This is an optimization exercise on Yosys and OpenROAD, whose aim is small area, a short achievable clock period and few clock cycles per item, not a production implementation. Only simulation tests tie the RTL to the original design; equivalence was not proved. The flow treats the clock pin as an ideal source, which a real chip does not have.

### flow/flow/post_cts.tcl
# After CTS: flatten the top of the clock tree, then clock the S-box-stage registers.
set post_cts_dir [file dirname [info script]]
source $post_cts_dir/clock_top.tcl
source $post_cts_dir/clock_stage1.tcl
### flow/flow/clock_top.tcl
# Flatten the top of the clock tree: after CTS, the clk port drives four root clock
# buffers (one per quadrant of the leaf buffers), and each root drives the leaf clock
# buffers of its quadrant directly. The tree's upper buffers are removed.
set block [ord::get_db_block]
set portnet [[$block findBTerm clk] getNet]
set rootm [[ord::get_db] findMaster sky130_fd_sc_hd__clkbuf_16]
# clock buffers reachable from the port
set leaves {}
set uppers {}
set front [list $portnet]
while {[llength $front]} {
  set next {}
  foreach net $front {
    foreach it [$net getITerms] {
      if {![$it isInputSignal] && [[$it getMTerm] getName] ne "A"} { continue }
      set inst [$it getInst]
      set m [[$inst getMaster] getName]
      if {![string match "sky130_fd_sc_hd__clkbuf_*" $m]} { continue }
      set out [[$inst findITerm X] getNet]
      if {$out eq "NULL"} { continue }
      set isleaf 0
      foreach it2 [$out getITerms] {
        if {[[[$it2 getInst] getMaster] isSequential]} { set isleaf 1 }
      }
      if {$isleaf} { lappend leaves $inst } else { lappend uppers $inst; lappend next $out }
    }
  }
  set front $next
}
puts "flat: [llength $leaves] leaf buffers, [llength $uppers] upper buffers"
# median split into quadrants
set xs {}; set ys {}
foreach l $leaves { set p [$l getLocation]; lappend xs [lindex $p 0]; lappend ys [lindex $p 1] }
set mx [lindex [lsort -integer $xs] [expr {[llength $xs] / 2}]]
set my [lindex [lsort -integer $ys] [expr {[llength $ys] / 2}]]
array unset fgroups
array set fgroups {}
foreach l $leaves {
  set p [$l getLocation]
  lappend fgroups("[expr {[lindex $p 0] >= $mx}][expr {[lindex $p 1] >= $my}]") $l
}
# detach everything from the old upper tree
foreach l $leaves { [$l findITerm A] disconnect }
set upnets {}
foreach u $uppers {
  lappend upnets [[$u findITerm X] getNet]
  odb::dbInst_destroy $u
}
foreach out $upnets {
  # CTS's dummy loads (clock buffers with no output net) on the removed nets go too
  foreach it [$out getITerms] {
    set inst [$it getInst]
    set o [$inst getFirstOutput]
    if {$o eq "NULL" || [$o getNet] eq "NULL"} { odb::dbInst_destroy $inst }
  }
  if {[llength [$out getITerms]] != 0 || [llength [$out getBTerms]] != 0} {
    error "clock_top: net [$out getName] still has loads"
  }
  odb::dbNet_destroy $out
}
set i 0
foreach q [lsort [array names fgroups]] {
  set ls $fgroups($q)
  set sx 0; set sy 0
  foreach l $ls { set p [$l getLocation]; set sx [expr {$sx + [lindex $p 0]}]; set sy [expr {$sy + [lindex $p 1]}] }
  set n [llength $ls]
  set r [odb::dbInst_create $block $rootm "clkroot_$i"]
  $r setLocation [expr {int($sx / $n)}] [expr {int($sy / $n)}]
  $r setPlacementStatus PLACED
  set net [odb::dbNet_create $block "clknet_root_$i"]
  $net setSigType CLOCK
  [$r findITerm A] connect $portnet
  [$r findITerm X] connect $net
  foreach l $ls { [$l findITerm A] connect $net }
  puts "flat: root $i drives $n leaf buffers"
  incr i
}
detailed_placement
### flow/flow/run.sh
#!/bin/bash
# Standard ORFS layout, except:
#  - synthesis maps the logic with an area-oriented ABC script (flow/abc.script)
#    instead of ORFS's abc_speed.script; registers are mapped before ABC runs, so
#    they are the standard synthesis's;
#  - ports are buffered with buf_1 (outputs: buf_2) instead of the resizer's default choice
#    (clkdlybuf4s50_1, a delay cell);
#  - timing repair aims at the extra setup and hold margins in flow/setup_margin.txt
#    and flow/hold_margin.txt, if any;
#  - the output pins are spread evenly along the top and bottom edges
#    (flow/pins.tcl);
#  - before global placement, the flip-flops that drive output ports are placed at
#    their pins and kept there through placement (flow/pre_gpl.tcl, post_dpl.tcl);
#    after global placement, the output port buffers are moved to their pins
#    (flow/place_io_flops.tcl);
#  - before CTS, the registers that capture the S-box stage (m_reg, t_reg)
#    are taken off the clock net (flow/clock_detach.tcl), so that CTS builds its
#    tree for the other registers;
#  - after CTS, the clk port drives four root clock buffers, each driving a quarter
#    of the leaf clock buffers directly, in place of CTS's upper tree
#    (flow/clock_top.tcl); the S-box-stage registers get leaf buffers of their own,
#    fed from the roots through one clock delay cell per root: useful skew between
#    internal registers only (flow/clock_stage1.tcl).
set -euo pipefail
W=$PWD
export FLOW_ABC_SCRIPT=$W/flow/abc.script
sed 's|log_cmd abc {\*}$abc_args|log_cmd abc -script $::env(FLOW_ABC_SCRIPT) {*}[lrange $abc_args 2 end]|' \
  "$FLOW_HOME/scripts/synth.tcl" > "$W/synth_core.tcl"
grep -q FLOW_ABC_SCRIPT "$W/synth_core.tcl"
sed "s|source \$::env(SCRIPTS_DIR)/synth.tcl|source $W/synth_core.tcl|" synth_recipe.tcl > "$W/synth_abc.tcl"
grep -q synth_core.tcl "$W/synth_abc.tcl"
bash standard.sh synth SYNTH_SCRIPT="$W/synth_abc.tcl" > "$W/synth.log" 2>&1
EXTRA=(BUFFER_PORTS_ARGS="-buffer_cell sky130_fd_sc_hd__buf_1" CTS_CLUSTER_SIZE=25 CTS_CLUSTER_DIAMETER=100 CORE_UTILIZATION=60 PLACE_DENSITY=0.75 PRE_IO_PLACEMENT_TCL="$W/flow/pins.tcl" PRE_GLOBAL_PLACE_TCL="$W/flow/pre_gpl.tcl" POST_GLOBAL_PLACE_TCL="$W/flow/place_io_flops.tcl" POST_DETAIL_PLACE_TCL="$W/flow/post_dpl.tcl" PRE_CTS_TCL="$W/flow/clock_detach.tcl" POST_CTS_TCL="$W/flow/post_cts.tcl")
if [[ -s flow/setup_margin.txt ]]; then
  EXTRA+=(SETUP_SLACK_MARGIN="$(cat flow/setup_margin.txt)")
fi
if [[ -s flow/hold_margin.txt ]]; then
  EXTRA+=(HOLD_SLACK_MARGIN="$(cat flow/hold_margin.txt)")
fi
bash standard.sh finish "${EXTRA[@]}" > "$W/layout.log" 2>&1
### flow/flow/abc.script
&get -n; &st; &b; &synch2; &nf -R 1000; &put
### flow/flow/clock_stage1.tcl
# After CTS and clock_top.tcl: clock the registers that capture the S-box stage
# (m_reg, t_reg) through leaf clock buffers of their own (groups of at most
# 20 registers, split by position), fed from the nearest root clock buffer through
# one clock delay cell per root: useful skew between internal registers only.
proc stage1_kind {nm} {
  if {[regexp {^(m_reg|t_reg)\\?\[} $nm]} { return m }
  return ""
}
proc s1_split {insts maxg} {
  if {[llength $insts] <= $maxg} { return [list $insts] }
  set xs {}; set ys {}
  foreach i $insts { set l [$i getLocation]; lappend xs [lindex $l 0]; lappend ys [lindex $l 1] }
  set xs [lsort -integer $xs]; set ys [lsort -integer $ys]
  set dim [expr {([lindex $xs end] - [lindex $xs 0]) >= ([lindex $ys end] - [lindex $ys 0]) ? 0 : 1}]
  set sorted [lsort -command [list s1_cmp $dim] $insts]
  set h [expr {[llength $sorted] / 2}]
  return [concat [s1_split [lrange $sorted 0 [expr {$h - 1}]] $maxg] [s1_split [lrange $sorted $h end] $maxg]]
}
proc s1_cmp {dim a b} {
  return [expr {[lindex [$a getLocation] $dim] - [lindex [$b getLocation] $dim]}]
}
proc s1_centroid {insts} {
  set sx 0; set sy 0
  foreach i $insts { set l [$i getLocation]; set sx [expr {$sx + [lindex $l 0]}]; set sy [expr {$sy + [lindex $l 1]}] }
  set n [llength $insts]
  return [list [expr {int($sx / $n)}] [expr {int($sy / $n)}]]
}
set block [ord::get_db_block]
set leafm [[ord::get_db] findMaster sky130_fd_sc_hd__clkbuf_16]
set dlym(m) [[ord::get_db] findMaster sky130_fd_sc_hd__clkdlybuf4s50_2]
set dlym(k) [[ord::get_db] findMaster sky130_fd_sc_hd__clkdlybuf4s25_1]
set maxg 20
set roots {}
foreach inst [$block getInsts] { if {[string match "clkroot_*" [$inst getName]]} { lappend roots $inst } }
array unset s1
array set s1 {m {} k {}}
foreach inst [$block getInsts] {
  set k [stage1_kind [$inst getName]]
  if {$k ne ""} { lappend s1($k) $inst }
}
set nl 0
foreach kind {m k} {
  if {[llength $s1($kind)] == 0} { continue }
  array unset byroot
  foreach grp [s1_split $s1($kind) $maxg] {
    lassign [s1_centroid $grp] cx cy
    set leaf [odb::dbInst_create $block $leafm "clkbuf_s1${kind}_$nl"]
    $leaf setLocation $cx $cy
    $leaf setPlacementStatus PLACED
    set net [odb::dbNet_create $block "clknet_s1${kind}_$nl"]
    $net setSigType CLOCK
    [$leaf findITerm X] connect $net
    foreach i $grp { [$i findITerm CLK] connect $net }
    incr nl
    # nearest root
    set best ""; set bd 0
    foreach r $roots {
      set rl [$r getLocation]
      set d [expr {abs([lindex $rl 0] - $cx) + abs([lindex $rl 1] - $cy)}]
      if {$best eq "" || $d < $bd} { set best $r; set bd $d }
    }
    lappend byroot([$best getName]) $leaf
  }
  foreach rname [array names byroot] {
    set r [$block findInst $rname]
    set leaves $byroot($rname)
    lassign [s1_centroid $leaves] dx dy
    set d [odb::dbInst_create $block $dlym($kind) "clkskew_${kind}_$rname"]
    $d setLocation $dx $dy
    $d setPlacementStatus PLACED
    set dnet [odb::dbNet_create $block "clknet_skew_${kind}_$rname"]
    $dnet setSigType CLOCK
    [$d findITerm A] connect [[$r findITerm X] getNet]
    [$d findITerm X] connect $dnet
    foreach l $leaves { [$l findITerm A] connect $dnet }
    puts "clock_stage1: $rname -> [$dlym($kind) getName] -> [llength $leaves] $kind leaves"
  }
}
detailed_placement
### flow/flow/place_io_flops.tcl
# After global placement: make each output port's buffer a buf_2 and move it next to
# its pin; the flip-flop that drives it is already there (pre_gpl.tcl). Detailed
# placement then legalizes it.
set block [ord::get_db_block]
set core [$block getCoreArea]
set moved 0
foreach bterm [$block getBTerms] {
  if {[$bterm getIoType] ne "OUTPUT"} { continue }
  set net [$bterm getNet]
  if {$net eq "NULL"} { continue }
  set buf ""
  foreach it [$net getITerms] {
    if {[$it isOutputSignal]} { set buf [$it getInst] }
  }
  if {$buf eq ""} { continue }
  replace_cell [$buf getName] sky130_fd_sc_hd__buf_2
  set pb [$bterm getBBox]
  set x [expr {min(max(([$pb xMin] + [$pb xMax]) / 2, [$core xMin]), [$core xMax] - 5000)}]
  set y [expr {min(max(([$pb yMin] + [$pb yMax]) / 2, [$core yMin]), [$core yMax] - 5000)}]
  $buf setLocation $x $y
  incr moved
}
puts "place_io_flops: moved $moved output buffers to their pins"
### flow/constraint.sdc
create_clock -name core_clock -period 20.0 [get_ports {clk}]
set_input_delay 4.0000 -clock core_clock [delete_from_list [all_inputs] [get_ports {clk}]]
set_output_delay 4.0000 -clock core_clock [all_outputs]
set_load 0.01 [all_outputs]
### flow/flow/clock_detach.tcl
# Before CTS: take the clock pins of the registers that capture the S-box stage
# (m_reg, t_reg) off the clock net, so that CTS builds its tree for the
# other registers only; clock_stage1.tcl clocks them after CTS.
proc stage1_kind {nm} {
  if {[regexp {^(m_reg|t_reg)\\?\[} $nm]} { return m }
  return ""
}
set n 0
foreach inst [[ord::get_db_block] getInsts] {
  if {[stage1_kind [$inst getName]] eq ""} { continue }
  [$inst findITerm CLK] disconnect
  incr n
}
puts "clock_detach: $n S-box-stage registers taken off the clock net for CTS"
### flow/flow/pins.tcl
# Before pin placement: the output pins go evenly spaced along the bottom edge
# (ciphertext[63:0], out_valid) and the top edge (ciphertext[127:64], in_ready), so
# that each output register and its buffer have room next to their pin. The tool
# places the inputs.
set block [ord::get_db_block]
set die [$block getDieArea]
set dbu [$block getDbUnitsPerMicron]
set outs_b {}; set outs_t {}
for {set i 0} {$i < 64} {incr i} { lappend outs_b "ciphertext\[$i\]" }
lappend outs_b out_valid
for {set i 64} {$i < 128} {incr i} { lappend outs_t "ciphertext\[$i\]" }
lappend outs_t in_ready
set w [expr {double([$die xMax] - [$die xMin]) / $dbu}]
foreach {pins edge} [list $outs_b bottom $outs_t top] {
  set n [llength $pins]
  set pitch [expr {($w - 20.0) / $n}]
  set y [expr {$edge eq "bottom" ? 0.0 : double([$die yMax]) / $dbu}]
  set i 0
  foreach p $pins {
    # met2 tracks: 0.23 + k * 0.46 um
    set x [expr {10.0 + ($i + 0.5) * $pitch}]
    set x [expr {0.23 + round(($x - 0.23) / 0.46) * 0.46}]
    place_pin -pin_name $p -layer met2 -location [list $x $y] -pin_size {0.14 0.485} -force_to_die_boundary
    incr i
  }
}
puts "pins: [llength $outs_b] + [llength $outs_t] output pins placed on the bottom/top edges"
### flow/design.v
package aes_encr_pkg;
  localparam int NUM_ROUNDS = 10;
  function automatic logic [7:0] xtime(input logic [7:0] b);
    xtime = {b[6:0], 1'b0} ^ (b[7] ? 8'h1b : 8'h00);
  endfunction
  function automatic logic [7:0] sbox(input logic [7:0] x);
    logic U0, U1, U2, U3, U4, U5, U6, U7, T1, T2, T3, T4, T5, T6, T7, T8, T9, T10, T11, T12, T13, T14, T15, T16, T17, T18, T19, T20, T21, T22, T23, T24, T25, T26, T27, M1, M2, M3, M4, M5, M6, M7, M8, M9, M10, M11, M12, M13, M14, M15, M16, M17, M18, M19, M20, M21, M22, M23, M24, M25, M26, M27, M28, M29, M30, M31, M32, M33, M34, M35, M36, M37, M38, M39, M40, M41, M42, M43, M44, M45, M46, M47, M48, M49, M50, M51, M52, M53, M54, M55, M56, M57, M58, M59, M60, M61, M62, M63, L0, L1, L2, L3, L4, L5, L6, L7, L8, L9, L10, L11, L12, L13, L14, L15, L16, L17, L18, L19, L20, L21, L22, L23, L24, L25, L26, L27, L28, L29, S0, S1, S2, S3, S4, S5, S6, S7;
    {U0, U1, U2, U3, U4, U5, U6, U7} = x;
    T1 = U0 ^ U3;
    T2 = U0 ^ U5;
    T3 = U0 ^ U6;
    T4 = U3 ^ U5;
    T5 = U4 ^ U6;
    T6 = T1 ^ T5;
    T7 = U1 ^ U2;
    T8 = U7 ^ T6;
    T9 = U7 ^ T7;
    T10 = T6 ^ T7;
    T11 = U1 ^ U5;
    T12 = U2 ^ U5;
    T13 = T3 ^ T4;
    T14 = T6 ^ T11;
    T15 = T5 ^ T11;
    T16 = T5 ^ T12;
    T17 = T9 ^ T16;
    T18 = U3 ^ U7;
    T19 = T7 ^ T18;
    T20 = T1 ^ T19;
    T21 = U6 ^ U7;
    T22 = T7 ^ T21;
    T23 = T2 ^ T22;
    T24 = T2 ^ T10;
    T25 = T20 ^ T17;
    T26 = T3 ^ T16;
    T27 = T1 ^ T12;
    M1 = T13 & T6;
    M2 = T23 & T8;
    M3 = T14 ^ M1;
    M4 = T19 & U7;
    M5 = M4 ^ M1;
    M6 = T3 & T16;
    M7 = T22 & T9;
    M8 = T26 ^ M6;
    M9 = T20 & T17;
    M10 = M9 ^ M6;
    M11 = T1 & T15;
    M12 = T4 & T27;
    M13 = M12 ^ M11;
    M14 = T2 & T10;
    M15 = M14 ^ M11;
    M16 = M3 ^ M2;
    M17 = M5 ^ T24;
    M18 = M8 ^ M7;
    M19 = M10 ^ M15;
    M20 = M16 ^ M13;
    M21 = M17 ^ M15;
    M22 = M18 ^ M13;
    M23 = M19 ^ T25;
    M24 = M22 ^ M23;
    M25 = M22 & M20;
    M26 = M21 ^ M25;
    M27 = M20 ^ M21;
    M28 = M23 ^ M25;
    M29 = M28 & M27;
    M30 = M26 & M24;
    M31 = M20 & M23;
    M32 = M27 & M31;
    M33 = M27 ^ M25;
    M34 = M21 & M22;
    M35 = M24 & M34;
    M36 = M24 ^ M25;
    M37 = M21 ^ M29;
    M38 = M32 ^ M33;
    M39 = M23 ^ M30;
    M40 = M35 ^ M36;
    M41 = M38 ^ M40;
    M42 = M37 ^ M39;
    M43 = M37 ^ M38;
    M44 = M39 ^ M40;
    M45 = M42 ^ M41;
    M46 = M44 & T6;
    M47 = M40 & T8;
    M48 = M39 & U7;
    M49 = M43 & T16;
    M50 = M38 & T9;
    M51 = M37 & T17;
    M52 = M42 & T15;
    M53 = M45 & T27;
    M54 = M41 & T10;
    M55 = M44 & T13;
    M56 = M40 & T23;
    M57 = M39 & T19;
    M58 = M43 & T3;
    M59 = M38 & T22;
    M60 = M37 & T20;
    M61 = M42 & T1;
    M62 = M45 & T4;
    M63 = M41 & T2;
    L0 = M61 ^ M62;
    L1 = M50 ^ M56;
    L2 = M46 ^ M48;
    L3 = M47 ^ M55;
    L4 = M54 ^ M58;
    L5 = M49 ^ M61;
    L6 = M62 ^ L5;
    L7 = M46 ^ L3;
    L8 = M51 ^ M59;
    L9 = M52 ^ M53;
    L10 = M53 ^ L4;
    L11 = M60 ^ L2;
    L12 = M48 ^ M51;
    L13 = M50 ^ L0;
    L14 = M52 ^ M61;
    L15 = M55 ^ L1;
    L16 = M56 ^ L0;
    L17 = M57 ^ L1;
    L18 = M58 ^ L8;
    L19 = M63 ^ L4;
    L20 = L0 ^ L1;
    L21 = L1 ^ L7;
    L22 = L3 ^ L12;
    L23 = L18 ^ L2;
    L24 = L15 ^ L9;
    L25 = L6 ^ L10;
    L26 = L7 ^ L9;
    L27 = L8 ^ L10;
    L28 = L11 ^ L14;
    L29 = L11 ^ L17;
    S0 = L6 ^ L24;
    S1 = ~(L16 ^ L26);
    S2 = ~(L19 ^ L28);
    S3 = L6 ^ L21;
    S4 = L20 ^ L22;
    S5 = L25 ^ L29;
    S6 = ~(L13 ^ L27);
    S7 = ~(L6 ^ L23);
    sbox = {S0, S1, S2, S3, S4, S5, S6, S7};
  endfunction
  function automatic logic [7:0] rcon_of(input logic [3:0] rnd);
    rcon_of[0] = (rnd == 4'd1) | (rnd == 4'd9);
    rcon_of[1] = (rnd == 4'd2) | (rnd == 4'd9) | (rnd == 4'd10);
    rcon_of[2] = (rnd == 4'd3) | (rnd == 4'd10);
    rcon_of[3] = (rnd == 4'd4) | (rnd == 4'd9);
    rcon_of[4] = (rnd == 4'd5) | (rnd == 4'd9) | (rnd == 4'd10);
    rcon_of[5] = (rnd == 4'd6) | (rnd == 4'd10);
    rcon_of[6] = (rnd == 4'd7);
    rcon_of[7] = (rnd == 4'd8);
  endfunction
  function automatic logic [31:0] sub_rot_word(input logic [31:0] w);
    sub_rot_word = {sbox(w[23:16]), sbox(w[15:8]), sbox(w[7:0]), sbox(w[31:24])};
  endfunction
  function automatic logic [127:0] sub_bytes(input logic [127:0] s);
    logic [127:0] o;
    for (int i = 0; i < 16; i++) o[127-8*i -: 8] = sbox(s[127-8*i -: 8]);
    sub_bytes = o;
  endfunction
  function automatic logic [127:0] shift_rows(input logic [127:0] s);
    logic [127:0] o;
    for (int c = 0; c < 4; c++)
      for (int r = 0; r < 4; r++)
        o[127-8*(r+4*c) -: 8] = s[127-8*(r+4*((c+r)%4)) -: 8];
    shift_rows = o;
  endfunction
  function automatic logic [31:0] mix_column(input logic [31:0] v);
    logic n32, n33, n34, n35, n36, n37, n38, n39, n40, n41, n42, n43, n44, n45, n46, n47, n48, n49, n50, n51, n52, n53, n54, n55, n56, n57, n58, n59, n60, n61, n62, n63, n64, n65, n66, n67, n68, n69, n70, n71, n72, n73, n74, n75, n76, n77, n78, n79, n80, n81, n82, n83, n84, n85, n86, n87, n88, n89, n90, n91, n92, n93, n94, n95, n96, n97, n98, n99, n100, n101, n102, n103, n104, n105, n106, n107, n108, n109, n110, n111, n112, n113, n114, n115, n116, n117, n118, n119, n120, n121, n122, n123, n124, n125, n126, n127, n128, n129, n130;
    logic [31:0] o;
    n32 = v[14] ^ v[22];
    n33 = v[23] ^ v[31];
    n34 = v[5] ^ v[29];
    n35 = v[7] ^ v[15];
    n36 = v[6] ^ v[30];
    n37 = v[13] ^ v[21];
    n38 = v[16] ^ v[24];
    n39 = v[0] ^ v[8];
    n40 = v[18] ^ v[26];
    n41 = v[2] ^ v[10];
    n42 = v[9] ^ n40;
    n43 = v[4] ^ n37;
    n44 = v[25] ^ n41;
    n45 = v[20] ^ n34;
    n46 = v[24] ^ n33;
    n47 = v[8] ^ n35;
    n48 = v[9] ^ v[25];
    n49 = v[11] ^ v[27];
    n50 = v[19] ^ v[27];
    n51 = v[12] ^ n43;
    n52 = v[11] ^ n35;
    n53 = v[28] ^ n45;
    n54 = v[12] ^ v[28];
    n55 = v[15] ^ v[23];
    n56 = n41 ^ n50;
    n57 = v[3] ^ v[18];
    n58 = v[1] ^ v[16];
    n59 = n48 ^ n58;
    n60 = n50 ^ n55;
    n61 = v[28] ^ n43;
    n62 = n39 ^ n46;
    n63 = n38 ^ n55;
    n64 = v[17] ^ n47;
    n65 = n62 ^ n63;
    n66 = n58 ^ n64;
    n67 = n52 ^ n56;
    n68 = v[29] ^ n51;
    n69 = n46 ^ n59;
    n70 = v[13] ^ n53;
    n71 = v[0] ^ n63;
    n72 = n35 ^ n65;
    n73 = v[5] ^ n61;
    n74 = n38 ^ n47;
    n75 = v[6] ^ n32;
    n76 = v[22] ^ v[31];
    n77 = n34 ^ n75;
    n78 = v[29] ^ n36;
    n79 = v[21] ^ n78;
    n80 = v[14] ^ n79;
    n81 = v[21] ^ n45;
    n82 = v[12] ^ n81;
    n83 = n32 ^ n33;
    n84 = v[7] ^ n83;
    n85 = v[7] ^ n55;
    n86 = n36 ^ n85;
    n87 = v[0] ^ n66;
    n88 = n59 ^ n87;
    n89 = v[2] ^ v[17];
    n90 = n42 ^ n89;
    n91 = v[10] ^ n42;
    n92 = v[1] ^ n91;
    n93 = v[26] ^ n44;
    n94 = v[17] ^ n93;
    n95 = v[18] ^ n44;
    n96 = v[1] ^ n95;
    n97 = v[13] ^ n78;
    n98 = n77 ^ n97;
    n99 = v[30] ^ n76;
    n100 = n35 ^ n99;
    n101 = n57 ^ n60;
    n102 = v[10] ^ n101;
    n103 = n40 ^ n49;
    n104 = n33 ^ n103;
    n105 = v[3] ^ n104;
    n106 = v[22] ^ n37;
    n107 = n36 ^ n106;
    n108 = n55 ^ n76;
    n109 = n75 ^ n108;
    n110 = v[2] ^ n35;
    n111 = n104 ^ n110;
    n112 = n101 ^ n111;
    n113 = v[3] ^ v[20];
    n114 = n54 ^ n113;
    n115 = v[4] ^ v[28];
    n116 = n52 ^ n114;
    n117 = n33 ^ n115;
    n118 = n50 ^ n117;
    n119 = n49 ^ n60;
    n120 = v[12] ^ n118;
    n121 = n118 ^ n119;
    n122 = n116 ^ n121;
    n123 = v[20] ^ n115;
    n124 = n119 ^ n123;
    n125 = v[9] ^ n65;
    n126 = v[24] ^ n66;
    n127 = n125 ^ n126;
    n128 = v[15] ^ n85;
    n129 = v[25] ^ n128;
    n130 = n66 ^ n129;
    o[0] = n74;
    o[1] = n88;
    o[2] = n92;
    o[3] = n67;
    o[4] = n116;
    o[5] = n68;
    o[6] = n98;
    o[7] = n109;
    o[8] = n71;
    o[9] = n130;
    o[10] = n90;
    o[11] = n102;
    o[12] = n124;
    o[13] = n82;
    o[14] = n107;
    o[15] = n84;
    o[16] = n62;
    o[17] = n69;
    o[18] = n94;
    o[19] = n105;
    o[20] = n120;
    o[21] = n70;
    o[22] = n80;
    o[23] = n100;
    o[24] = n72;
    o[25] = n127;
    o[26] = n96;
    o[27] = n112;
    o[28] = n122;
    o[29] = n73;
    o[30] = n77;
    o[31] = n86;
    mix_column = o;
  endfunction
  function automatic logic [127:0] mix_columns(input logic [127:0] s);
    logic [127:0] o;
    logic [31:0] c32;
    for (int c = 0; c < 4; c++) begin
      c32 = mix_column({s[103-32*c -: 8], s[111-32*c -: 8], s[119-32*c -: 8], s[127-32*c -: 8]});
      o[127-32*c -: 8] = c32[7:0];
      o[119-32*c -: 8] = c32[15:8];
      o[111-32*c -: 8] = c32[23:16];
      o[103-32*c -: 8] = c32[31:24];
    end
    mix_columns = o;
  endfunction
endpackage
module aes128_key_expand_step
(
  input  logic [127:0] rk,
  input  logic [31:0]  temp,
  output logic [127:0] rk_next
);
  logic [31:0] w0, w1, w2, w3;
  logic [31:0] n0, n1, n2, n3;
  always_comb begin
    w0   = rk[127:96];
    w1   = rk[95:64];
    w2   = rk[63:32];
    w3   = rk[31:0];
    n0   = w0 ^ temp;
    n1   = w1 ^ n0;
    n2   = w2 ^ n1;
    n3   = w3 ^ n2;
    rk_next = {n0, n1, n2, n3};
  end
endmodule
module aes128_encr_round_ctrl
#(
  parameter int NUM_ROUNDS = 10,
  parameter int RCNT_W     = 4
) (
  input  logic              clk,
  input  logic              rst,
  input  logic              in_valid,
  output logic              in_ready,
  input  logic [127:0]      plaintext,
  input  logic [127:0]      key,
  output logic              out_valid,
  input  logic              out_ready,
  output logic [127:0]      ciphertext
);
  if (NUM_ROUNDS != 10) begin : g_bad_rounds
    $error("aes128_encr_round_ctrl: NUM_ROUNDS must be 10 for AES-128");
  end
  if ((1 << RCNT_W) <= NUM_ROUNDS) begin : g_bad_rcnt_w
    $error("aes128_encr_round_ctrl: RCNT_W too narrow for NUM_ROUNDS");
  end
  localparam logic [RCNT_W-1:0] LAST_RND = RCNT_W'(NUM_ROUNDS);
  logic [127:0]      st_reg, k_reg, m_reg, km_reg, out_reg;
  logic [127:0]      rk_m, m_next, out_d, k_d;
  logic [31:0]       t_reg, t_next;
  logic [RCNT_W-1:0] s_nr, m_nr;
  logic              s_vld, s_park, s_old;
  logic              m_vld, m_park, m_old, m_wait, m_cont;
  logic              ov_q, nov_q, ir_q, nir_q;   
  logic              leave, park, acc;
  logic [RCNT_W-1:0] s_nr_d;
  logic              s_vld_d, s_park_d, s_old_d, m_old_d, m_wait_d, m_cont_d, ov_d, ir_d;
  logic              leave_n, park_n;
  assign t_next = aes_encr_pkg::sub_rot_word(k_reg[31:0]);
  assign m_next = aes_encr_pkg::shift_rows(aes_encr_pkg::sub_bytes(st_reg));
  aes128_key_expand_step u_key_expand (
    .rk      (km_reg),
    .temp    (t_reg ^ {aes_encr_pkg::rcon_of(4'(m_nr)), 24'h000000}),
    .rk_next (rk_m)
  );
  assign out_d = m_park ? km_reg : (m_reg ^ rk_m);
  assign leave = m_wait & m_old & nov_q;
  assign park  = m_wait & ~leave;
  assign acc   = in_valid & ~nir_q;
  assign k_d = (m_cont | park) ? (m_cont ? rk_m : out_d) : key;
  always_comb begin
    if (m_cont) begin
      s_vld_d  = 1'b1;
      s_park_d = 1'b0;
      s_old_d  = m_old;
      s_nr_d   = m_nr + RCNT_W'(1);
    end else if (park) begin
      s_vld_d  = 1'b1;
      s_park_d = 1'b1;
      s_old_d  = m_old;
      s_nr_d   = m_nr;
    end else begin
      s_vld_d  = acc;
      s_park_d = 1'b0;
      s_old_d  = ~s_vld;
      s_nr_d   = RCNT_W'(1);
    end
    m_old_d  = s_old | leave;
    m_wait_d = s_vld & (s_park | (s_nr == LAST_RND));
    m_cont_d = s_vld & ~s_park & (s_nr != LAST_RND);
    ov_d     = leave | (~nov_q & ~out_ready);
    leave_n  = m_wait_d & m_old_d & ~ov_d;
    park_n   = m_wait_d & ~leave_n;
    ir_d     = ~m_cont_d & ~park_n & ~(s_vld_d & ~s_park_d & (s_nr_d == RCNT_W'(1)));
  end
  always_ff @(posedge clk) begin
    if (rst) begin
      s_vld  <= 1'b0;
      s_park <= 1'b0;
      s_old  <= 1'b0;
      m_vld  <= 1'b0;
      m_park <= 1'b0;
      m_old  <= 1'b0;
      m_wait <= 1'b0;
      m_cont <= 1'b0;
      ov_q   <= 1'b0;
      nov_q  <= 1'b1;
      ir_q   <= 1'b1;
      nir_q  <= 1'b0;
    end else begin
      s_vld  <= s_vld_d;
      s_park <= s_park_d;
      s_old  <= s_old_d;
      m_vld  <= s_vld;
      m_park <= s_park;
      m_old  <= m_old_d;
      m_wait <= m_wait_d;
      m_cont <= m_cont_d;
      ov_q   <= ov_d;
      nov_q  <= ~ov_d;
      ir_q   <= ir_d;
      nir_q  <= ~ir_d;
    end
  end
  always_ff @(posedge clk) begin
    s_nr <= s_nr_d;
    m_nr <= s_nr;
  end
  always_ff @(posedge clk) begin
    m_reg  <= m_next;
    km_reg <= k_reg;
    t_reg  <= t_next;
    k_reg  <= k_d;
    st_reg <= (m_cont ? aes_encr_pkg::mix_columns(m_reg) : plaintext) ^ k_d;
    if (leave) out_reg <= out_d;
  end
  assign in_ready   = ir_q;
  assign out_valid  = ov_q;
  assign ciphertext = out_reg;
endmodule
### flow/config.mk
export PLATFORM = sky130hd
export DESIGN_NAME = aes128_encr_round_ctrl
export DESIGN_NICKNAME = aes128_encr_round_ctrl
export VERILOG_FILES = /design/flow/design.v
export SDC_FILE = /design/flow/constraint.sdc
export NUM_CORES = 8
export LEC_CHECK = 0
export CAP_MARGIN = 20
export CORE_MARGIN = 2
export CORE_UTILIZATION = 30
export SLEW_MARGIN = 20
### flow/flow/pre_gpl.tcl
# Before global placement: put each flip-flop that drives an output port in one of
# the rows next to its pin (the output ports are on the top and bottom edges), at the
# free legal site nearest to the pin, and mark it FIRM so that global and detailed
# placement place the other cells around it. post_dpl.tcl releases them afterwards.
# The row at the edge itself is left to the port buffers.
set block [ord::get_db_block]
set rows [lsort -command {apply {{a b} {expr {[[$a getBBox] yMin] - [[$b getBBox] yMin]}}}} [$block getRows]]
set nrows [llength $rows]
set sitew [[[lindex $rows 0] getSite] getWidth]
# occupied intervals per row index (fixed cells: tap and end cells)
array unset ::pg_occ
foreach inst [$block getInsts] {
  if {![$inst isFixed]} { continue }
  set bb [$inst getBBox]
  set ri [expr {([$bb yMin] - [[[lindex $rows 0] getBBox] yMin]) / [[[lindex $rows 0] getSite] getHeight]}]
  lappend ::pg_occ($ri) [list [$bb xMin] [$bb xMax]]
}
proc pg_free {ri x0 w} {
  if {![info exists ::pg_occ($ri)]} { return 1 }
  foreach iv $::pg_occ($ri) {
    if {$x0 < [lindex $iv 1] && $x0 + $w > [lindex $iv 0]} { return 0 }
  }
  return 1
}
set ports {}
foreach bterm [$block getBTerms] {
  if {[$bterm getIoType] ne "OUTPUT"} { continue }
  set net [$bterm getNet]
  if {$net eq "NULL"} { continue }
  set ff ""
  foreach it [$net getITerms] {
    if {[$it isOutputSignal]} { set ff [$it getInst] }
  }
  if {$ff eq "" || ![[$ff getMaster] isSequential]} { continue }
  set pb [$bterm getBBox]
  lappend ports [list [expr {([$pb xMin] + [$pb xMax]) / 2}] [$pb yMin] $ff]
}
set placed 0
foreach p [lsort -integer -index 0 $ports] {
  lassign $p px py ff
  set w [[$ff getMaster] getWidth]
  set top [expr {$py > [[$block getDieArea] yMax] / 2}]
  set best ""
  foreach k {1 2 3 4 5 6} {
    set ri [expr {$top ? $nrows - 1 - $k : $k}]
    set row [lindex $rows $ri]
    set rb [$row getBBox]
    set x0 [expr {[$rb xMin] + (($px - $w / 2 - [$rb xMin]) / $sitew) * $sitew}]
    for {set d 0} {$d < 200} {incr d} {
      foreach x [list [expr {$x0 + $d * $sitew}] [expr {$x0 - $d * $sitew}]] {
        if {$x < [$rb xMin] || $x + $w > [$rb xMax]} { continue }
        if {[pg_free $ri $x $w]} {
          set cost [expr {abs($x + $w / 2 - $px) + $k * 2720}]
          if {$best eq "" || $cost < [lindex $best 0]} { set best [list $cost $ri $x] }
          break
        }
      }
      if {$best ne "" && [lindex $best 1] == $ri} { break }
    }
  }
  if {$best eq ""} { puts "pre_gpl: no room for [$ff getName]"; continue }
  lassign $best cost ri x
  set row [lindex $rows $ri]
  $ff setOrient [$row getOrient]
  $ff setLocation $x [[$row getBBox] yMin]
  $ff setPlacementStatus FIRM
  lappend ::pg_occ($ri) [list $x [expr {$x + $w}]]
  incr placed
}
puts "pre_gpl: $placed output flip-flops placed next to their pins"
### flow/standard.sh
#!/bin/bash
# synth_recipe.tcl (not shown) runs the flow's synth.tcl, then flattens the netlist and writes it again
# the make line also repeats each setting of config.mk as NAME=value (left out here)
make -C /OpenROAD-flow-scripts/flow DESIGN_CONFIG=/design/flow/config.mk WORK_HOME=/design/flow/orfs CLKGATE_MAP_FILE= SYNTH_SCRIPT=/design/flow/synth_recipe.tcl "${@:-finish}"
### flow/flow/post_dpl.tcl
# After detailed placement: release the output flip-flops fixed by pre_gpl.tcl.
set n 0
foreach inst [[ord::get_db_block] getInsts] {
  if {[$inst getPlacementStatus] eq "FIRM"} { $inst setPlacementStatus PLACED; incr n }
}
puts "post_dpl: released $n cells"
==> results of run 1 <==
[kinds of logic after synthesis]
kind of cell / Yosys count / share of synthesized area, %
xor gates and xnor gates: 2373 / 46.2
and+or+nand+nor: 1045 / 9.88
DFF: 691 / 33.2
AOI/OAI and AO/OA: 343 / 4.08
muxes: 209 / 4.67
buffers and inverters: 89 / 0.733
adders and majority gates: 44 / 1.21
[per-stage QoR]
step | std cells | cell area, um2 | util (%) | hold slack, ns
finish | 6263 | 49900 | 66.1 | 0.0112
global route | 6254 | 49900 | 66.0 | 0.0385
detailed placement | 6188 | 48600 | 64.4 | 0.312
global placement | 6188 | 48500 | 64.1 | 0.310
floorplan | 4794 | 45500 | - | 0.310
[worst max-delay path, stage by stage]
cell	delay, ns
buf_1	0.07
nor2b_1	0.17
a21oi_1	0.09
nor4bb_1	0.35
a21oi_1	0.10
nor2_1	0.65
clkinv_1	0.15
[worst paths after layout]
kind / from / to / slack, ns / cells after the start
max: in_valid / ir_q / 14.65 / 7
min: st_reg[41] / m_reg[105] / 0.01 / 3
max reg2reg: t_reg[30] / st_reg[30] / 15.07 / 10
min reg2reg: st_reg[41] / m_reg[105] / 0.01 / 3
[layout make-up, without the clock buffers]
| class | count | area (um2) |
|---|---|---|
| multi-input cells | 4014 | 30100 |
| fillers | 6319 | 25600 |
| flip-flops and latches | 691 | 15100 |
| repair buffers | 416 | 1840 |
| well taps | 978 | 1220 |
| plain buffers | 16 | 345 |
| inverters | 89 | 339 |
| clock inverters | 13 | 214 |
| diodes | 10 | 25.0 |
[metal layers]
metal | global-route usage (%) | part of all wire, % | vias to the layer above
met3 | 7.34 | 8.2 | 344
met5 | 0 | 0.097 | -
li1 | - | - | 16197
met1 | 50.0 | 41 | 16287
met2 | 59.6 | 44 | 1393
met4 | 24.1 | 7.3 | 24
[synthesized netlist by cell type]
| cell type | count |
|---|---|
| and3b_1 | 1 |
| xnor2_1 | 1694 |
| dfxtp_1 | 563 |
| mux2_1 | 28 |
| mux2i_1 | 181 |
| and2_0 | 25 |
| clkinv_1 | 89 |
| edfxtp_1 | 128 |
| a32oi_1 | 1 |
| xor3_1 | 2 |
| nor2b_1 | 78 |
| xor2_1 | 659 |
| nor3_1 | 2 |
| a22oi_1 | 5 |
| a31oi_1 | 3 |
| ha_1 | 44 |
| nor3b_1 | 17 |
| xnor3_1 | 18 |
| a21oi_1 | 55 |
| nor2_1 | 364 |
| nor4bb_1 | 2 |
| o21ai_0 | 231 |
| o32ai_1 | 2 |
| nand3_1 | 5 |
| nand2b_1 | 56 |
| a211oi_1 | 29 |
| nand2_1 | 459 |
| or2_0 | 36 |
| o31ai_1 | 17 |
==> run_results.csv, run 1 <==
group,metric,value,unit
floorplan,initial_core_util,60.3,%
sta,finalHoldViolCount,0,
sta,final_max_slew_viol_count,0,
clocking,clk_pin_slew,0.10,ns
finish,final_common_cell,"xnor2_1",
worst_setup_path,crit_fanout,2,
placement,portBuffers,389,
floorplan,ios,260,
synth,synth_area,0.0455,mm2
run_status,status,"timing/DRC/antenna clean",
detailed_routing,wl_per_cell,24.6,um
synth,syn-num-nets,5098,
placement,dp_slack,14.25,ns
worst_setup_path,endpoint_kind,"flip-flop",
worst_setup_path,cp.arrival,5.60,ns
detailed_routing,ant_nets,0,
sta,tns,0,ns
finish,layout_common_cells,"xnor2_1, xor2_1, dfxtp_1",
detailed_routing,drc,0,
sta,maxSlewHeadroom,15.0,%
worst_setup_path,worstPathRequired,20.25,ns
clocking,clk_latency,1.14,ns
finish,syn_to_final_growth,9.62,%
detailed_routing,drt-initial-drc-count,3062,
floorplan,rows,101,
worst_setup_path,crit_type,"input port to flip-flop",
floorplan,coreArea,0.0756,mm2
job,max_cap_viol_count,0,
sta,period_share,26.8,%
hold_path,hold_class,"flip-flop to flip-flop",
sta,final-setup-viol-count,0,
worst_setup_path,startpoint_type,"input port",
finish,nNetsFinal,5559,
detailed_routing,viasPerCell,5.47,
floorplan,dieArea,0.0781,mm2
detailed_routing,vias,34245,
global_routing,grt-ovfl-total,0,
sta,period_needed,5.35,ns
synth,netlist.area_leader.share,32.6,%
synth,synth_cell_types,29,
clocking,cts_tree,"done",
sta,max_freq,187,MHz
synth,yosysWarnings,2,
synth,synth_seq_area_share,33.2,%
global_routing,grt_pass1_vias,33001,
sta,skew,0.779,ns
floorplan,die_w,280,um
sta,layout_setup_ws,14.65,ns
placement,dp_hpwl,127000,um
synth,synth.area.top_cells,"xnor2_1, dfxtp_1, xor2_1, edfxtp_1, mux2i_1",
global_routing,antenna_found_initial,20,
global_routing,grt_usage,38.7,%
detailed_routing,drtPass1Iterations,6,
finish,drive_above_1_share,4.19,%
floorplan,chipHeight,280,um
detailed_routing,wirelength,154000,um
synth,synth_largest_area_cell,"xnor2_1",
global_routing,grt_max_degree,163,
synth,synth_area_per_cell,9.50,um2
synth,synthCells,4794,
sta,max_slew.worst_pin.slew,1.26,ns
global_routing,grt_pass1_wl,220000,um
synth,synth_seq_cells,691,
sta,grt_setup_unrepaired,"false",
Testbench counts, summed over its fixed seeds: cycles 3,880, items 384.
==> run 2: changes to the inputs <==
==> flow/flow/abc.script (replaced) <==
&get -n; &st; &synch2; &nf -R 1000; &put
==> run_results.csv, run 2 <==
group,metric,value,unit
run_status,status,"timing/DRC/antenna clean",
worst_setup_path,r2r_cells,10,
finish,final_common_cell,"xnor2_1",
floorplan,die_w,279,um
synth,yosys-top-cells-count,"xnor2_1, xor2_1, dfxtp_1, nand2_1, nor2_1",
finish,nNetsFinal,5496,
synth,synth_flop_cell,"dfxtp_1",
detailed_routing,drt-initial-drc-count,3285,
floorplan,chipHeight,279,um
worst_setup_path,r2r_start,"t_reg[24]",
global_routing,grt_max_degree,84,
sta,period_share,24.7,%
sta,max_slew.worst_pin.slew,1.21,ns
floorplan,dieArea,0.0777,mm2
detailed_routing,viasPerCell,5.51,
clocking,clk_latency,1.06,ns
finish,syn_to_final_growth,9.41,%
sta,maxSlewHeadroom,18.7,%
placement,dp_hpwl,127000,um
sta,period_needed,4.93,ns
worst_setup_path,reg2reg_slack,15.20,ns
synth,synth_area_per_cell,9.55,um2
floorplan,initial_core_util,60.7,%
synth,syn-num-nets,5044,
synth,synth_seq_cells,691,
finish,layout_common_cells,"xnor2_1, xor2_1, dfxtp_1",
worst_setup_path,critical_path_buf_inv_count,1,
finish,drive_above_1_share,4.05,%
finish,multiInputGateArea,0.0299,mm2
worst_setup_path,critPathSlowestCell,"edfxtp_1",
sta,finalHoldViolCount,0,
worst_setup_path,crit_cells,1,
sta,tns,0,ns
placement,dpl.cell_count,6116,
sta,max_freq,203,MHz
global_routing,grt_pass1_vias,32896,
worst_setup_path,crit_type,"flip-flop to output pin",
detailed_routing,wirelength,152000,um
floorplan,rows,100,
worst_setup_path,endpoint_kind,"output pin",
detailed_routing,drtPass1Iterations,6,
synth,synth_area,0.0453,mm2
detailed_routing,wl_per_cell,24.6,um
floorplan,ios,260,
finish,final_cells,6190,
worst_setup_path,cpPeakStageDelay,0.38,ns
synth,synth_largest_area_cell,"xnor2_1",
sta,final_max_slew_viol_count,0,
synth,yosysWarnings,2,
finish,final_cell_area,0.0495,mm2
finish,fillers,6261,
worst_setup_path,startpoint,"out_reg[106]",
worst_setup_path,cp.arrival,0.93,ns
worst_setup_path,crit_chain,"buf_2",
hold_path,hold_class,"flip-flop to flip-flop",
sta,layout_setup_ws,15.07,ns
global_routing,antenna_found_initial,10,
synth,synthCells,4740,
global_routing,grt_pass1_wl,218000,um
clocking,clk_pin_slew,0.10,ns
sta,final-setup-viol-count,0,
global_routing,grt_usage,38.2,%
sta,whs,0.264,ns
worst_setup_path,startpoint_type,"flip-flop",
sta,grt_setup_unrepaired,"false",
synth,netlist.area_leader.share,31.5,%
detailed_routing,ant_nets,0,
detailed_routing,drc,0,
job,max_cap_viol_count,0,
synth,synth_seq_area_share,33.4,%
hold_path,worstHoldStart,"st_reg[16]",
global_routing,grt-ovfl-total,0,
synth,synth_cell_types,33,
worst_setup_path,worstPathRequired,16.00,ns
sta,skew,0.689,ns
synth,async_reset_ff_share,0,%
worst_setup_path,crit_path_end,"ciphertext[106]",
placement,dp_slack,14.63,ns
worst_setup_path,timing.rr.end,"st_reg[24]",
synth,synth_edf_count,128,
worst_setup_path,crit_fanout,1,
detailed_routing,vias,34086,
finish,seq_area,0.0151,mm2
clocking,cts_tree,"done",
worst_setup_path,cp_top_family,"flip-flops",
synth,synth.area.top_cells,"xnor2_1, dfxtp_1, xor2_1, edfxtp_1, mux2i_1",
placement,placed_cell_area,0.0483,mm2
floorplan,coreArea,0.0746,mm2
placement,portBuffers,389,
finish,final_util,66.4,%
synth,synth_most_common_cell,"xnor2_1",
run 2: cell count changes in the layout (fill, tap and decap cells not counted), sizes merged, moves of 34 or more:
cell and change:
xnor2 -66, o21ai -62, mux2 +99, nor2 +36
or2 -34, a21oi +92
run 2: area by class of cell, without the clock buffers:
cell class | instances | share of cell area (%)
Inverter | 62 | 0.480
Tap cell | 969 | 2.45
Timing Repair Buffer | 407 | 3.55
Antenna cell | 8 | 0.0404
Clock inverter | 17 | 0.412
Sequential cell | 691 | 30.5
Buffer | 16 | 0.697
Multi-Input combinational cell | 3987 | 60.4
run 2: worst min-delay path: stages (launching register included):
cell	delay (ns)
dfxtp_1	0.39
nand2_1	0.13
xor2_1	0.11
xnor2_1	0.15
xnor2_1	0.12
run 2: metal layers:
metal	vias up	routed length (um)	track usage (%)
li1	16153	-	-
met1	16193	61200	48.8
met2	1398	67100	60.0
met3	340	12400	6.64
met4	2	11900	24.4
met5	-	13	0
run 2: how the worst min path moves through the flow:
| stage | depth (start not counted) | to |
|---|---|---|
| floorplan | 0 | km_reg[100] |
| global placement | 0 | km_reg[100] |
| detailed placement | 0 | km_reg[47] |
| global route | 0 | km_reg[41] |
| finish | 4 | m_reg[48] |
run 2: logic make-up after synthesis:
logic type | Yosys count | share of synthesized area [%]
XOR/XNOR | 2322 | 45.0
buffers and inverters | 62 | 0.514
flip-flops | 691 | 33.4
adder cells (fa/ha/maj) | 44 | 1.22
AO/OA/AOI/OAI | 383 | 4.63
AND/OR/NAND/NOR | 945 | 8.39
multiplexers | 293 | 6.83

==> re-timing with driven ports <==
In the flow no input, the clock included, has a driving cell. The finished layouts below were timed again as built, in two steps.
Step 1, drivers: a clkbuf_16 drives clk and a buf_2 each remaining input, both assumed.
Step 2, shift: input delay + t, output delay - t, t = (earliest + latest rising clock arrival at the registers) / 2. This alone moves slack from input paths to output paths.
Slacks: no drivers / after step 1 / after step 2; pairs: no drivers / after step 1.
run | shift t [ns] | slack for setup (ns) | hold WS [ns] | latest minus earliest clock arrival (ns) | worst register clock-pin slew, ns | pins driven straight from the clock port
run 1 | 0.893 | 14.646 / 14.756 / 13.863 | 0.011 / 0.011 / 0.011 | 0.783 / 0.783 | 0.11 / 0.11 | 4
run 2 | 0.858 | 15.066 / 14.921 / 14.366 | 0.264 / 0.264 / 0.264 | 0.690 / 0.690 | 0.11 / 0.11 | 4
In run 1 and run 2 the clock reaches the registers at very different times; t lies between them, and the last value is a rough guide only. The setup slack of run 1, which loses most, moves by +0.110 ns with the drivers and by -0.783 ns with both steps.
